Context: an optimization exercise on an open-source flow, tuned for small area. The choices shown serve that exercise and are no tape-out recipe.
At most, simulation tests tie the RTL to the original design; equivalence was not proved.
Power figures rest on the tool's default switching activity, not on a simulated workload.

## clock_ctrl
module clock_ctrl (
  input  logic        clock,
  input  logic        rst_n,
  input  logic        lock_main,             
  input  logic        global_reset_en,       
  input  logic [3:0]  dps_fire,              
  input  logic [3:0]  dps_reset,             
  input  logic [3:0]  dps_lock,              
  input  logic [3:0]  psdone,                
  input  logic [31:0] dps_phase,             
  input  logic [6:0]  clock_sense_in,        
  output logic        global_reset,
  output logic        clock_lock_lost_err,
  output logic [3:0]  dps_busy,              
  output logic [3:0]  psen,                  
  output logic [3:0]  psincdec,              
  output logic [11:0] dps_sm_vec,            
  output logic [6:0]  clock_sense_ok         
);
For scale: roughly 530 cells after synthesis, about 92 I/O pins, ~5400 µm² of cells after synthesis.
clock: 6.0 ns
lec_check: 0
cap_margin: 20
core_margin: 2
core_utilization: 40
cts_buf_list: sky130_fd_sc_hd__clkbuf_8
slew_margin: 20
standard.sh (not shown) runs the stock make flow with config.mk's settings and CLKGATE_MAP_FILE= SYNTH_SCRIPT=/design/flow/synth_recipe.tcl, a recipe that flattens the netlist after the stock synthesis.
==> flow/flow/run.sh <==
#!/bin/bash
# Standard synthesis, then the combinational logic re-mapped by ABC for area with a few scripts
# (flow/*.abc), keeping the smallest result; registers stay exactly as the standard synthesis
# made them. Then the standard layout with plain buf_1 port buffers. Each tool's output goes to
# its own log in this folder.
set -euo pipefail
W=$PWD
R=$W/orfs/results/sky130hd/clock_ctrl/base
EXTRA=("BUFFER_PORTS_ARGS=-buffer_cell sky130_fd_sc_hd__buf_1")
# Extra make settings, one VAR=value per line
if [[ -f "$W/flow/make_args.txt" ]]; then
  while IFS= read -r line; do [[ -n "$line" ]] && EXTRA+=("$line"); done < "$W/flow/make_args.txt"
fi
LIB=$FLOW_HOME/platforms/sky130hd/lib/sky130_fd_sc_hd__tt_025C_1v80.lib

bash standard.sh "${EXTRA[@]}" "$R/1_2_yosys.v" > standard_synth.log 2>&1
cp "$R/1_2_yosys.v" "$W/synth_standard.v"

SEQ=$(grep -oE 'sky130_fd_sc_hd__(e?s?df|dl)[a-z0-9_]+' "$W/synth_standard.v" | sort -u | tr '\n' ' ')
for S in "$W"/flow/*.abc; do
  N=$(basename "$S" .abc)
  cat > "$W/resynth_$N.ys" <<EOF
read_liberty -ignore_miss_func $LIB
read_verilog $W/synth_standard.v
hierarchy -top $FLOW_TOP
setattr -mod -set keep_hierarchy 1 $SEQ
flatten
opt_clean -purge
abc -liberty $LIB -dont_use *lpflow* -dont_use *probe* -script $S
opt_clean -purge
hilomap -singleton -hicell sky130_fd_sc_hd__conb_1 HI -locell sky130_fd_sc_hd__conb_1 LO
insbuf -buf sky130_fd_sc_hd__buf_4 A X
opt_clean -purge
select $FLOW_TOP
tee -o $W/resynth_$N.stat stat -liberty $LIB
write_verilog -selected -noattr -nohex -nodec $W/synth_$N.v
EOF
  yosys -s "$W/resynth_$N.ys" > "resynth_$N.log" 2>&1 &
done
wait
BEST=""; BESTA=""
for S in "$W"/flow/*.abc; do
  N=$(basename "$S" .abc)
  A=$(grep -m1 "Chip area for module" "$W/resynth_$N.stat" | awk '{print $NF}' || true)
  echo "$N $A" >> resynth_areas.log
  if [[ -n "$A" && -s "$W/synth_$N.v" ]]; then
    if [[ -z "$BESTA" ]] || awk "BEGIN{exit !($A < $BESTA)}"; then BEST=$N; BESTA=$A; fi
  fi
done
echo "best $BEST $BESTA" >> resynth_areas.log
cp "$W/synth_$BEST.v" "$R/1_2_yosys.v"

bash standard.sh "${EXTRA[@]}" finish > standard_flow.log 2>&1
==> flow/flow/make_args.txt <==
CTS_ARGS=-sink_clustering_enable -repair_clock_nets -sink_clustering_size 30 -sink_clustering_max_diameter 80 -buf_list sky130_fd_sc_hd__clkbuf_16
Other scripts of this flow, unchanged in this note and not shown: flow/flow/b.abc, flow/flow/c.abc, flow/flow/d.abc, flow/flow/e.abc
The baseline finished with timing, DRC and antenna clean.
Next try:
==> flow/flow/make_args.txt (replaced) <==
CTS_ARGS=-sink_clustering_enable -repair_clock_nets -sink_clustering_size 20 -sink_clustering_max_diameter 60 -buf_list sky130_fd_sc_hd__clkbuf_8
Cell area went down by about 1.5%.
Final cell count is unchanged.
Synthesized cell count stays the same.
Die area is unchanged.
Wire length stays flat.
Combinational power is about the same.
No run of this note included a check of the RTL's function; only the layout flow was run.


## yarrow
Another version of the RTL of clock_ctrl (not shown whole).
Size in the first run: ~530 cells after synthesis.
==> flow/design.v (excerpt) <==
module clock_ctrl (
  input  logic        clock,
  input  logic        rst_n,
  input  logic        lock_main,             
  input  logic        global_reset_en,       
  input  logic [3:0]  dps_fire,              
  input  logic [3:0]  dps_reset,             
  input  logic [3:0]  dps_lock,              
  input  logic [3:0]  psdone,                
  input  logic [31:0] dps_phase,             
  input  logic [6:0]  clock_sense_in,        
  output logic        global_reset,
  output logic        clock_lock_lost_err,
  output logic [3:0]  dps_busy,              
  output logic [3:0]  psen,                  
  output logic [3:0]  psincdec,              
  output logic [11:0] dps_sm_vec,            
  output logic [6:0]  clock_sense_ok         
);
Settings: LEC_CHECK=0, CAP_MARGIN=20, CORE_MARGIN=2, CORE_UTILIZATION=40, CTS_BUF_LIST=sky130_fd_sc_hd__clkbuf_8, SLEW_MARGIN=20; clock period 6.0 ns.
==> flow/flow/run.sh <==
#!/bin/bash
# Standard synthesis, then the combinational logic re-mapped by ABC for area with a few scripts
# (flow/*.abc), keeping the smallest result; registers stay exactly as the standard synthesis
# made them. Then the standard layout with plain buf_1 port buffers. Each tool's output goes to
# its own log in this folder.
set -euo pipefail
W=$PWD
R=$W/orfs/results/sky130hd/clock_ctrl/base
EXTRA=("BUFFER_PORTS_ARGS=-buffer_cell sky130_fd_sc_hd__buf_1")
# Extra make settings, one VAR=value per line
if [[ -f "$W/flow/make_args.txt" ]]; then
  while IFS= read -r line; do [[ -n "$line" ]] && EXTRA+=("$line"); done < "$W/flow/make_args.txt"
fi
LIB=$FLOW_HOME/platforms/sky130hd/lib/sky130_fd_sc_hd__tt_025C_1v80.lib

bash standard.sh "${EXTRA[@]}" "$R/1_2_yosys.v" > standard_synth.log 2>&1
cp "$R/1_2_yosys.v" "$W/synth_standard.v"

SEQ=$(grep -oE 'sky130_fd_sc_hd__(e?s?df|dl)[a-z0-9_]+' "$W/synth_standard.v" | sort -u | tr '\n' ' ')
for S in "$W"/flow/*.abc; do
  N=$(basename "$S" .abc)
  cat > "$W/resynth_$N.ys" <<EOF
read_liberty -ignore_miss_func $LIB
read_verilog $W/synth_standard.v
hierarchy -top $FLOW_TOP
setattr -mod -set keep_hierarchy 1 $SEQ
flatten
blackbox $SEQ
opt_clean -purge
abc -liberty $LIB -dont_use *lpflow* -dont_use *probe* -script $S
opt_clean -purge
hilomap -singleton -hicell sky130_fd_sc_hd__conb_1 HI -locell sky130_fd_sc_hd__conb_1 LO
insbuf -buf sky130_fd_sc_hd__buf_4 A X
opt_clean -purge
select $FLOW_TOP
tee -o $W/resynth_$N.stat stat -liberty $LIB
write_verilog -selected -noattr -nohex -nodec $W/synth_$N.v
EOF
  yosys -s "$W/resynth_$N.ys" > "resynth_$N.log" 2>&1 &
done
wait
BEST=""; BESTA=""
for S in "$W"/flow/*.abc; do
  N=$(basename "$S" .abc)
  A=$(grep -m1 "Chip area for module" "$W/resynth_$N.stat" | awk '{print $NF}' || true)
  echo "$N $A" >> resynth_areas.log
  if [[ -n "$A" && -s "$W/synth_$N.v" ]]; then
    if [[ -z "$BESTA" ]] || awk "BEGIN{exit !($A < $BESTA)}"; then BEST=$N; BESTA=$A; fi
  fi
done
echo "best $BEST $BESTA" >> resynth_areas.log
cp "$W/synth_$BEST.v" "$R/1_2_yosys.v"

bash standard.sh "${EXTRA[@]}" finish > standard_flow.log 2>&1
Other scripts of this flow, unchanged in this note and not shown: flow/flow/d.abc, flow/flow/e.abc, flow/flow/f.abc, flow/flow/make_args.txt
diff inputs: yarrow => tundra
Settings: CORE_UTILIZATION changed from 40 to 65.
==> comparison <==
Delta(proportion of cell area occupied by registers, tundra - yarrow) > 0. As far as non-clock buffer count goes, yarrow and tundra are indistinguishable; the numbers are identical. In the metrics for tundra and yarrow, the one carrying the lower post-layout total power is tundra. A timing startpoint of the critical path of u_clock_sense.fall_q[5]$_DFF_NN0_ is what yarrow shows, while u_clock_sense.fall_q[6]$_DFF_NN0_ belongs to tundra.


The RTL this note starts from:
==> flow/design.v <==
`timescale 1ns/1ps
`default_nettype none
package dps_pkg;
  localparam int NUM_DPS   = 4;   
  localparam int NUM_SENSE = 7;   
  localparam int PHASE_W         = 8;      
  localparam int STEP_W          = 11;     
  localparam int STEPS_PER_CYCLE = 1400;   
  localparam int PHASE_PER_CYCLE = 256;    
  typedef logic [PHASE_W-1:0] vme_phase_t;   
  typedef logic [STEP_W-1:0]  fine_step_t;   
  typedef enum logic [2:0] {
    ST_WAIT_MAIN = 3'd0,   
    ST_WAIT_DPS  = 3'd1,   
    ST_IDLE      = 3'd2,   
    ST_STEP      = 3'd3,   
    ST_WAIT_DONE = 3'd4,   
    ST_UNFIRE    = 3'd5    
  } dps_state_t;
  function automatic fine_step_t phase_to_step(input vme_phase_t phase);
    logic signed [31:0] scaled;
    scaled = $signed({24'd0, phase}) * STEPS_PER_CYCLE + PHASE_PER_CYCLE / 2;   
    scaled = scaled / PHASE_PER_CYCLE;                                          
    phase_to_step = scaled[STEP_W-1:0];
  endfunction
endpackage
`default_nettype wire
`timescale 1ns/1ps
`default_nettype none
module reset_lock_ctrl (
  input  logic clock,
  input  logic rst_n,
  input  logic lock_main,             
  input  logic global_reset_en,       
  output logic global_reset,          
  output logic clock_lock_lost_err,   
  output logic run_en                 
);
  logic startup_done;   
  logic first_lock;     
  assign first_lock = lock_main | startup_done;
  always_ff @(posedge clock or negedge rst_n) begin
    if (!rst_n) begin
      startup_done <= 1'b0;   
      global_reset <= 1'b1;   
    end else begin
      startup_done <= first_lock;                                      
      global_reset <= !first_lock || (!lock_main && global_reset_en);   
    end
  end
  assign clock_lock_lost_err = !global_reset && !lock_main;
  assign run_en = lock_main && !global_reset;   
endmodule
`default_nettype wire
`timescale 1ns/1ps
`default_nettype none
module phase_step_map (
  input  logic                                             clock,
  input  logic                                             rst_n,
  input  logic [dps_pkg::NUM_DPS-1:0]                      busy,        
  input  logic [dps_pkg::NUM_DPS*dps_pkg::PHASE_W-1:0]     dps_phase,   
  output logic [dps_pkg::NUM_DPS*dps_pkg::PHASE_W-1:0]     target       
);
  genvar ch;
  generate
    for (ch = 0; ch < dps_pkg::NUM_DPS; ch++) begin : g_chan
      always_ff @(posedge clock) begin
        if (!busy[ch]) begin
          target[ch*dps_pkg::PHASE_W +: dps_pkg::PHASE_W] <= dps_phase[ch*dps_pkg::PHASE_W +: dps_pkg::PHASE_W];
        end
      end
    end
  endgenerate
endmodule
`default_nettype wire
`timescale 1ns/1ps
`default_nettype none
module phaser (
  input  logic                 clock,
  input  logic                 rst_n,
  input  logic                 run_en,     
  input  logic                 dps_lock,   
  input  logic                 psdone,     
  input  logic                 fire,       
  input  logic                 clear,      
  input  dps_pkg::vme_phase_t  target,     
  output logic                 busy,       
  output logic                 psen,       
  output logic                 psincdec,   
  output logic [2:0]           sm_vec      
);
  logic [2:0] state;
  logic [7:0] idx;    
  logic [2:0] off;    
  logic go_up;
  logic arrived;
  logic off_zero;
  logic gap5;         
  logic gap5_prev;    
  logic [4:0] im1;
  logic wrap;         
  logic [7:0] tog;    
  logic [2:0] off_up;
  logic [2:0] off_dn;
  assign gap5      = ~(idx[0] ^ (idx[4] & (|idx[3:0])));
  assign im1       = idx[4:0] - 5'd1;
  assign gap5_prev = ~(im1[0] ^ (im1[4] & (|im1[3:0])));
  assign off_zero = ~(|off);
  logic [8:0] cu;
  logic [8:0] cd;
  always_comb begin
    cu[0] = 1'b0;
    cd[0] = ~off_zero;
    for (int b = 0; b < 8; b++) begin
      cu[b+1] = (target[b] & ~idx[b]) | (cu[b] & (target[b] | ~idx[b]));
      cd[b+1] = (idx[b] & ~target[b]) | (cd[b] & (idx[b] | ~target[b]));
    end
  end
  assign go_up    = cu[8];
  assign arrived  = ~cu[8] & ~cd[8];
  assign off_up = (off == 3'b110 && gap5) ? 3'b000 : {off[1:0], ~off[2]};
  assign off_dn = off_zero ? {1'b1, gap5_prev, 1'b0} : {~off[0], off[2:1]};
  assign wrap = go_up ? ((off == 3'b100) || (off == 3'b110 && gap5)) : off_zero;
  always_comb begin
    tog[0] = 1'b1;
    for (int b = 1; b < 8; b++) begin
      tog[b] = tog[b-1] & (idx[b-1] == go_up);
    end
  end
  assign busy   = state[2] | (state[1] & state[0]);
  assign sm_vec = state;
  always_ff @(posedge clock or negedge rst_n) begin
    if (!rst_n) begin
      state    <= dps_pkg::ST_WAIT_MAIN;
      idx      <= '0;
      off      <= '0;
      psen     <= 1'b0;
      psincdec <= 1'b0;
    end else begin
      psen <= 1'b0;
      if (!run_en) begin
        state <= dps_pkg::ST_WAIT_MAIN;
      end else if (clear) begin
        state <= dps_pkg::ST_WAIT_DPS;
        idx   <= '0;
        off   <= '0;
      end else begin
        case (state)
          dps_pkg::ST_WAIT_MAIN: state <= dps_pkg::ST_WAIT_DPS;
          dps_pkg::ST_WAIT_DPS:  if (dps_lock) state <= dps_pkg::ST_IDLE;
          dps_pkg::ST_IDLE:      if (fire) state <= dps_pkg::ST_STEP;
          dps_pkg::ST_STEP: begin
            if (arrived) begin
              state <= dps_pkg::ST_UNFIRE;
            end else begin
              psen     <= 1'b1;
              psincdec <= go_up;
              state    <= dps_pkg::ST_WAIT_DONE;
              off      <= go_up ? off_up : off_dn;
              if (wrap) begin
                idx <= idx ^ tog;
              end
            end
          end
          dps_pkg::ST_WAIT_DONE: if (psdone) state <= dps_pkg::ST_STEP;
          dps_pkg::ST_UNFIRE:    if (!fire) state <= dps_pkg::ST_IDLE;
          default:               state <= dps_pkg::ST_WAIT_MAIN;
        endcase
      end
    end
  end
endmodule
`default_nettype wire
`timescale 1ns/1ps
`default_nettype none
module clock_sense (
  input  logic                          clock,
  input  logic                          rst_n,
  input  logic [dps_pkg::NUM_SENSE-1:0] sense_in,   
  output logic [dps_pkg::NUM_SENSE-1:0] sense_ok    
);
  logic [dps_pkg::NUM_SENSE-1:0] rise_q;   
  logic [dps_pkg::NUM_SENSE-1:0] fall_q;   
  always_ff @(posedge clock or negedge rst_n) begin
    if (!rst_n) begin
      rise_q <= '0;
    end else begin
      rise_q <= sense_in;
    end
  end
  always_ff @(negedge clock or negedge rst_n) begin
    if (!rst_n) begin
      fall_q <= '0;
    end else begin
      fall_q <= sense_in;
    end
  end
  assign sense_ok = rise_q ^ fall_q;
endmodule
`default_nettype wire
`timescale 1ns/1ps
`default_nettype none
module clock_ctrl (
  input  logic        clock,
  input  logic        rst_n,
  input  logic        lock_main,             
  input  logic        global_reset_en,       
  input  logic [3:0]  dps_fire,              
  input  logic [3:0]  dps_reset,             
  input  logic [3:0]  dps_lock,              
  input  logic [3:0]  psdone,                
  input  logic [31:0] dps_phase,             
  input  logic [6:0]  clock_sense_in,        
  output logic        global_reset,
  output logic        clock_lock_lost_err,
  output logic [3:0]  dps_busy,              
  output logic [3:0]  psen,                  
  output logic [3:0]  psincdec,              
  output logic [11:0] dps_sm_vec,            
  output logic [6:0]  clock_sense_ok         
);
  logic                        run_en;   
  logic [dps_pkg::NUM_DPS*dps_pkg::PHASE_W-1:0]  target;   
  reset_lock_ctrl u_reset_lock_ctrl (
    .clock               (clock),
    .rst_n               (rst_n),
    .lock_main           (lock_main),
    .global_reset_en     (global_reset_en),
    .global_reset        (global_reset),
    .clock_lock_lost_err (clock_lock_lost_err),
    .run_en              (run_en)
  );
  phase_step_map u_phase_step_map (
    .clock     (clock),
    .rst_n     (rst_n),
    .busy      (dps_busy),
    .dps_phase (dps_phase),
    .target    (target)
  );
  genvar i;
  generate
    for (i = 0; i < dps_pkg::NUM_DPS; i++) begin : g_dps
      phaser u_phaser (
        .clock    (clock),
        .rst_n    (rst_n),
        .run_en   (run_en),
        .dps_lock (dps_lock[i]),
        .psdone   (psdone[i]),
        .fire     (dps_fire[i]),
        .clear    (dps_reset[i]),
        .target   (target[i*dps_pkg::PHASE_W +: dps_pkg::PHASE_W]),
        .busy     (dps_busy[i]),
        .psen     (psen[i]),
        .psincdec (psincdec[i]),
        .sm_vec   (dps_sm_vec[i*3 +: 3])
      );
    end
  endgenerate
  clock_sense u_clock_sense (
    .clock    (clock),
    .rst_n    (rst_n),
    .sense_in (clock_sense_in),
    .sense_ok (clock_sense_ok)
  );
endmodule
`default_nettype wire
clock: 6.0 ns
lec_check: 0
cap_margin: 20
core_margin: 2
core_utilization: 40
cts_buf_list: sky130_fd_sc_hd__clkbuf_8
slew_margin: 20
run.sh (not shown) runs the stock make flow with config.mk's settings and CLKGATE_MAP_FILE= SYNTH_SCRIPT=/design/flow/synth_recipe.tcl, a recipe that flattens the netlist after the stock synthesis.
Stock flow here: none of the scripts above is used.
The starting point finished clean.
Change:
==> flow/flow/run.sh (new file) <==
#!/bin/bash
# Standard synthesis, then the combinational logic re-mapped by ABC for area (registers kept
# exactly as the standard synthesis made them), then the standard layout with plain buf_1 port
# buffers. Each tool's output goes to its own log in this folder.
set -euo pipefail
W=$PWD
R=$W/orfs/results/sky130hd/clock_ctrl/base
EXTRA=("BUFFER_PORTS_ARGS=-buffer_cell sky130_fd_sc_hd__buf_1")
LIB=$FLOW_HOME/platforms/sky130hd/lib/sky130_fd_sc_hd__tt_025C_1v80.lib

bash standard.sh "${EXTRA[@]}" "$R/1_2_yosys.v" > standard_synth.log 2>&1
cp "$R/1_2_yosys.v" "$W/synth_standard.v"

SEQ=$(grep -oE 'sky130_fd_sc_hd__(e?s?df|dl)[a-z0-9_]+' "$W/synth_standard.v" | sort -u | tr '\n' ' ')
cat > "$W/resynth.ys" <<EOF
read_liberty -ignore_miss_func $LIB
read_verilog $W/synth_standard.v
hierarchy -top $FLOW_TOP
setattr -mod -set keep_hierarchy 1 $SEQ
flatten
opt_clean -purge
abc -liberty $LIB -dont_use *lpflow* -dont_use *probe* -script $W/flow/area.abc
opt_clean -purge
hilomap -singleton -hicell sky130_fd_sc_hd__conb_1 HI -locell sky130_fd_sc_hd__conb_1 LO
insbuf -buf sky130_fd_sc_hd__buf_4 A X
opt_clean -purge
stat -liberty $LIB
select $FLOW_TOP
write_verilog -selected -noattr -nohex -nodec $W/synth_area.v
EOF
yosys -s "$W/resynth.ys" > resynth.log 2>&1
cp "$W/synth_area.v" "$R/1_2_yosys.v"

bash standard.sh "${EXTRA[@]}" finish > standard_flow.log 2>&1
==> flow/flow/area.abc (new file) <==
strash
&get -n
&st
&dch
&nf -R 1000
&put
topo
stime -c
==> flow/standard.sh (new file) <==
#!/bin/bash
# synth_recipe.tcl (not shown) runs the flow's synth.tcl, then flattens the netlist and writes it again
# the make line also repeats each setting of config.mk as NAME=value (left out here)
make -C /OpenROAD-flow-scripts/flow DESIGN_CONFIG=/design/flow/config.mk WORK_HOME=/design/flow/orfs CLKGATE_MAP_FILE= SYNTH_SCRIPT=/design/flow/synth_recipe.tcl "${@:-finish}"
removed: flow/run.sh
Result:
- worst setup slack gets better by 360 ps
- count of clock-buffer cells in the layout rises by 2
- area after synthesis falls by about 9%
- via count falls by 10%
- design area falls by about 16%
Change:
--- a/flow/flow/run.sh
+++ b/flow/flow/run.sh
@@ -2,3 +2,4 @@
-# Standard synthesis, then the combinational logic re-mapped by ABC for area (registers kept
-# exactly as the standard synthesis made them), then the standard layout with plain buf_1 port
-# buffers. Each tool's output goes to its own log in this folder.
+# Standard synthesis, then the combinational logic re-mapped by ABC for area with a few scripts
+# (flow/*.abc), keeping the smallest result; registers stay exactly as the standard synthesis
+# made them. Then the standard layout with plain buf_1 port buffers. Each tool's output goes to
+# its own log in this folder.
@@ -15 +16,3 @@
-cat > "$W/resynth.ys" <<EOF
+for S in "$W"/flow/*.abc; do
+  N=$(basename "$S" .abc)
+  cat > "$W/resynth_$N.ys" <<EOF
@@ -22 +25 @@
-abc -liberty $LIB -dont_use *lpflow* -dont_use *probe* -script $W/flow/area.abc
+abc -liberty $LIB -dont_use *lpflow* -dont_use *probe* -script $S
@@ -27 +29,0 @@
-stat -liberty $LIB
@@ -29 +31,2 @@
-write_verilog -selected -noattr -nohex -nodec $W/synth_area.v
+tee -o $W/resynth_$N.stat stat -liberty $LIB
+write_verilog -selected -noattr -nohex -nodec $W/synth_$N.v
@@ -31,2 +34,14 @@
-yosys -s "$W/resynth.ys" > resynth.log 2>&1
-cp "$W/synth_area.v" "$R/1_2_yosys.v"
+  yosys -s "$W/resynth_$N.ys" > "resynth_$N.log" 2>&1 &
+done
+wait
+BEST=""; BESTA=""
+for S in "$W"/flow/*.abc; do
+  N=$(basename "$S" .abc)
+  A=$(grep -m1 "Chip area for module" "$W/resynth_$N.stat" | awk '{print $NF}' || true)
+  echo "$N $A" >> resynth_areas.log
+  if [[ -n "$A" && -s "$W/synth_$N.v" ]]; then
+    if [[ -z "$BESTA" ]] || awk "BEGIN{exit !($A < $BESTA)}"; then BEST=$N; BESTA=$A; fi
+  fi
+done
+echo "best $BEST $BESTA" >> resynth_areas.log
+cp "$W/synth_$BEST.v" "$R/1_2_yosys.v"
==> flow/flow/a.abc (new file) <==
strash
&get -n
&st
&dch
&nf -R 1000
&put
topo
stime -c
==> flow/flow/b.abc (new file) <==
strash
&get -n
&st
&deepsyn -T 60
&dch
&nf -R 1000
&put
topo
stime -c
==> flow/flow/c.abc (new file) <==
strash
&get -n
&st
&deepsyn -T 60 -S 7
&dch
&nf -R 1000
&put
topo
stime -c
==> flow/flow/d.abc (new file) <==
strash
&get -n
&st
&deepsyn -T 60 -S 3
&dch -f
&nf -R 1000 -a
&put
topo
stime -c
removed: flow/flow/area.abc
=> The new run passed the timing, design-rule and antenna checks. Routed wire length fell by roughly a tenth. Power falls by roughly a tenth. Flip-flop and latch count stays the same. Cell count drops by roughly a tenth. Global-route usage decreases by 0.13 points. Count of clock-buffer cells in the layout goes down by 1. Clock power goes up by a few percent. Sequential share of layout area is higher by 3.3 points.
Change:
==> flow/flow/run.sh (replaced) <==
#!/bin/bash
# Standard layout, with plain buf_1 port buffers and a power-recovery (downsizing) pass after
# global routing. Each tool's output goes to its own log in this folder; ORFS keeps per-step logs
# under orfs/logs.
set -euo pipefail
bash standard.sh \
  "BUFFER_PORTS_ARGS=-buffer_cell sky130_fd_sc_hd__buf_1" \
  "RECOVER_POWER=100" \
  finish > standard_flow.log 2>&1
removed: flow/flow/a.abc
removed: flow/flow/b.abc
removed: flow/flow/c.abc
removed: flow/flow/d.abc
The changed run finished but fails on max-capacitance violations, max-slew violations.
Sequential cell count stays the same.
Count of clock-buffer cells in the layout decreases by 1.
Cell count grows by about 20%.
Synthesized area went up by 19%.
Worst setup slack is better by 45 ps.
Clock power falls by 6.4%.
Via count grows by about 23%.
Routed wire length rose by 26%.
Change:
==> flow/flow/run.sh (replaced) <==
#!/bin/bash
# Standard layout, with plain buf_1 port buffers. The flow's output goes to standard_flow.log in
# this folder; ORFS keeps per-step logs under orfs/logs.
set -euo pipefail
bash standard.sh \
  "BUFFER_PORTS_ARGS=-buffer_cell sky130_fd_sc_hd__buf_1" \
  finish > standard_flow.log 2>&1
Result: With this change the flow went through all stages and came out clean. Sequential share of layout area decreases by 0.52 points. Setup slack stays flat. Global-route usage does not change. Utilization rises by 0.54 points. Die area does not change. First-iteration DRC count is higher by 4.8%. Power climbs by about 0.47%. Clock-buffer cell count stays the same. Wire length barely changes.
